This is an optimization exercise on Yosys and OpenROAD, whose aim is small area, not a production implementation.
Function was checked by simulation only, so behaviour that the tests miss may differ from the original.
Power figures rest on the tool's default switching activity, not on a simulated workload.

P:
// caret_control_text_screen
module caret_control_text_screen #(
	parameter int ROWS = ccts_pkg::DEF_ROWS,
	parameter int COLS = ccts_pkg::DEF_COLS
) (
	input  logic       clk,
	input  logic       arst_n,
	input  logic       req_valid,
	output logic       req_ready,
	input  logic [1:0] opcode,
	input  logic [7:0] char_byte,
	input  logic       line_end,
	input  logic [3:0] read_row,
	input  logic [3:0] read_col,
	output logic       rsp_valid,
	input  logic       rsp_ready,
	output logic [7:0] cell_char,
	output logic [3:0] cursor_row,
	output logic [3:0] cursor_col,
	output logic       insert_on
);
Size: ~2700 cells after synthesis, roughly 840 flip-flops.
==> flow/config.mk <==
export PLATFORM = sky130hd
export DESIGN_NAME = caret_control_text_screen
export DESIGN_NICKNAME = caret_control_text_screen
export VERILOG_FILES = /design/flow/design.v
export SDC_FILE = /design/flow/constraint.sdc
export NUM_CORES = 4
export LEC_CHECK = 0
export CAP_MARGIN = 20
export CORE_MARGIN = 2
export CORE_UTILIZATION = 40
export SLEW_MARGIN = 20
export SYNTH_HIERARCHICAL = 1
==> flow/constraint.sdc <==
create_clock -name core_clock -period 6.0 [get_ports {clk}]
set_input_delay 1.2000 -clock core_clock [delete_from_list [all_inputs] [get_ports {clk}]]
set_output_delay 1.2000 -clock core_clock [all_outputs]
set_load 0.01 [all_outputs]
standard.sh (not shown) runs the stock make flow with config.mk's settings and CLKGATE_MAP_FILE= SYNTH_SCRIPT=/design/flow/synth_recipe.tcl, a recipe that flattens the netlist after the stock synthesis.
==> flow/flow/run.sh <==
#!/bin/bash
# Layout flow: the standard layout (standard.sh, with the standard synthesis
# unchanged), with two changes in how the layout is made:
#  - each port gets the smallest buffer, sky130_fd_sc_hd__buf_1;
#  - clock tree synthesis clusters at most 14 flip-flops within 60 um under each
#    sky130_fd_sc_hd__clkbuf_8 and adds no dummy loads.
# make's output goes to standard_flow.log; each ORFS step keeps its own log
# under orfs/logs.
set -euo pipefail
cd "$(dirname "$0")/.."
export BUFFER_PORTS_ARGS="-buffer_cell sky130_fd_sc_hd__buf_1"
export CTS_ARGS="-sink_clustering_enable -repair_clock_nets -dont_use_dummy_load -sink_clustering_size 14 -sink_clustering_max_diameter 60 -buf_list sky130_fd_sc_hd__clkbuf_8"
bash standard.sh finish > standard_flow.log 2>&1
Here is what was changed in the inputs of Q compared with P.
==> flow/run.sh (new file) <==
#!/bin/bash
# synth_recipe.tcl (not shown) runs the flow's synth.tcl, then flattens the netlist and writes it again
# the make line also repeats each setting of config.mk as NAME=value (left out here)
make -C /OpenROAD-flow-scripts/flow DESIGN_CONFIG=/design/flow/config.mk WORK_HOME=/design/flow/orfs CLKGATE_MAP_FILE= SYNTH_SCRIPT=/design/flow/synth_recipe.tcl finish
--- a/flow/config.mk
+++ b/flow/config.mk
@@ -9,4 +9,7 @@
 export CORE_MARGIN = 2
 export CORE_UTILIZATION = 40
+export CTS_BUF_LIST = sky130_fd_sc_hd__clkbuf_8
+export CTS_CLUSTER_DIAMETER = 60
+export CTS_CLUSTER_SIZE = 14
 export SLEW_MARGIN = 20
 export SYNTH_HIERARCHICAL = 1
removed: flow/flow/run.sh
removed: flow/standard.sh
Notes after the runs:
Measured against each other, Q and P differ in clock power, the lower figure coming from P. When Q is set beside P, its worst setup slack after layout turns out to be 97 ps smaller. [compare] base=P new=Q: first-iteration detailed-routing DRC count stayed essentially flat; non-clock buffer count increased by 42 relative to the old numbers; combinational group share of total power rose 0.3 points. Cmp Q and P / fraction of area in clock buffers and inverters / lower: P. Re clock share of power: Q and P aren't equal, and the lower value belongs to P. Q — post-route fraction of the period consumed by the critical path 1.6 points higher, P as reference. Compared with P, Q shows sum of routed wire length over all layers that has gone down by a few percent. Changes observed in Q relative to P: distinct cell type count after synthesis essentially unchanged; met3 layer usage reported by global route lower.
diff inputs: Q => R
==> flow/flow/run.sh (new file) <==
#!/bin/bash
# Layout flow: the standard layout (standard.sh, with the standard synthesis
# unchanged), with two changes in how the layout is made:
#  - each port gets the smallest buffer, sky130_fd_sc_hd__buf_1;
#  - clock tree synthesis clusters at most 16 flip-flops within 65 um under each
#    sky130_fd_sc_hd__clkbuf_8 and adds no dummy loads.
# make's output goes to standard_flow.log; each ORFS step keeps its own log
# under orfs/logs.
set -euo pipefail
cd "$(dirname "$0")/.."
export BUFFER_PORTS_ARGS="-buffer_cell sky130_fd_sc_hd__buf_1"
export CTS_ARGS="-sink_clustering_enable -repair_clock_nets -dont_use_dummy_load -sink_clustering_size 16 -sink_clustering_max_diameter 65 -buf_list sky130_fd_sc_hd__clkbuf_8"
bash standard.sh finish > standard_flow.log 2>&1
==> flow/standard.sh (new file) <==
#!/bin/bash
# synth_recipe.tcl (not shown) runs the flow's synth.tcl, then flattens the netlist and writes it again
# the make line also repeats each setting of config.mk as NAME=value (left out here)
make -C /OpenROAD-flow-scripts/flow DESIGN_CONFIG=/design/flow/config.mk WORK_HOME=/design/flow/orfs CLKGATE_MAP_FILE= SYNTH_SCRIPT=/design/flow/synth_recipe.tcl "${@:-finish}"
--- a/flow/config.mk
+++ b/flow/config.mk
@@ -9,7 +9,4 @@
 export CORE_MARGIN = 2
 export CORE_UTILIZATION = 40
-export CTS_BUF_LIST = sky130_fd_sc_hd__clkbuf_8
-export CTS_CLUSTER_DIAMETER = 60
-export CTS_CLUSTER_SIZE = 14
 export SLEW_MARGIN = 20
 export SYNTH_HIERARCHICAL = 1
removed: flow/run.sh
--- outcome ---
The higher total wirelength of the detailed-routed design of R and Q is in R. Looking at relative contribution of sequential cells to total power, R sits 2.7 points higher than Q does. Relative to Q, R degrades detailed-placement wirelength estimate.

-- port drivers added, routing unchanged --
How much do the figures lean on ideal ports? The routed layouts below were timed once more, with nothing changed but the port constraints.
Step 1 sets driving cells, clkbuf_16 on the clock port and buf_2 on the other inputs (assumed; they add their load-dependent delay and slew).
Step 2 also shifts input and output timing later by t, the mid clock arrival at the registers, as if the neighbouring blocks saw the same clock.
Slacks: ideal ports / drivers / drivers and shift; pairs: ideal ports / drivers.
| run | t, ns | setup WS [ns] | pins driven straight from the clock port |
|---|---|---|---|
| P | 0.756 | 1.355 / 1.397 / 0.640 | 1 |
| Q | 0.784 | 1.258 / 1.279 / 0.496 | 1 |
| R | 0.794 | 1.417 / 1.461 / 0.666 | 1 |
After both steps every run listed still meets setup and hold. For Q, which loses most, drivers alone change the setup slack by +0.021 ns; drivers and shift together by -0.762 ns.
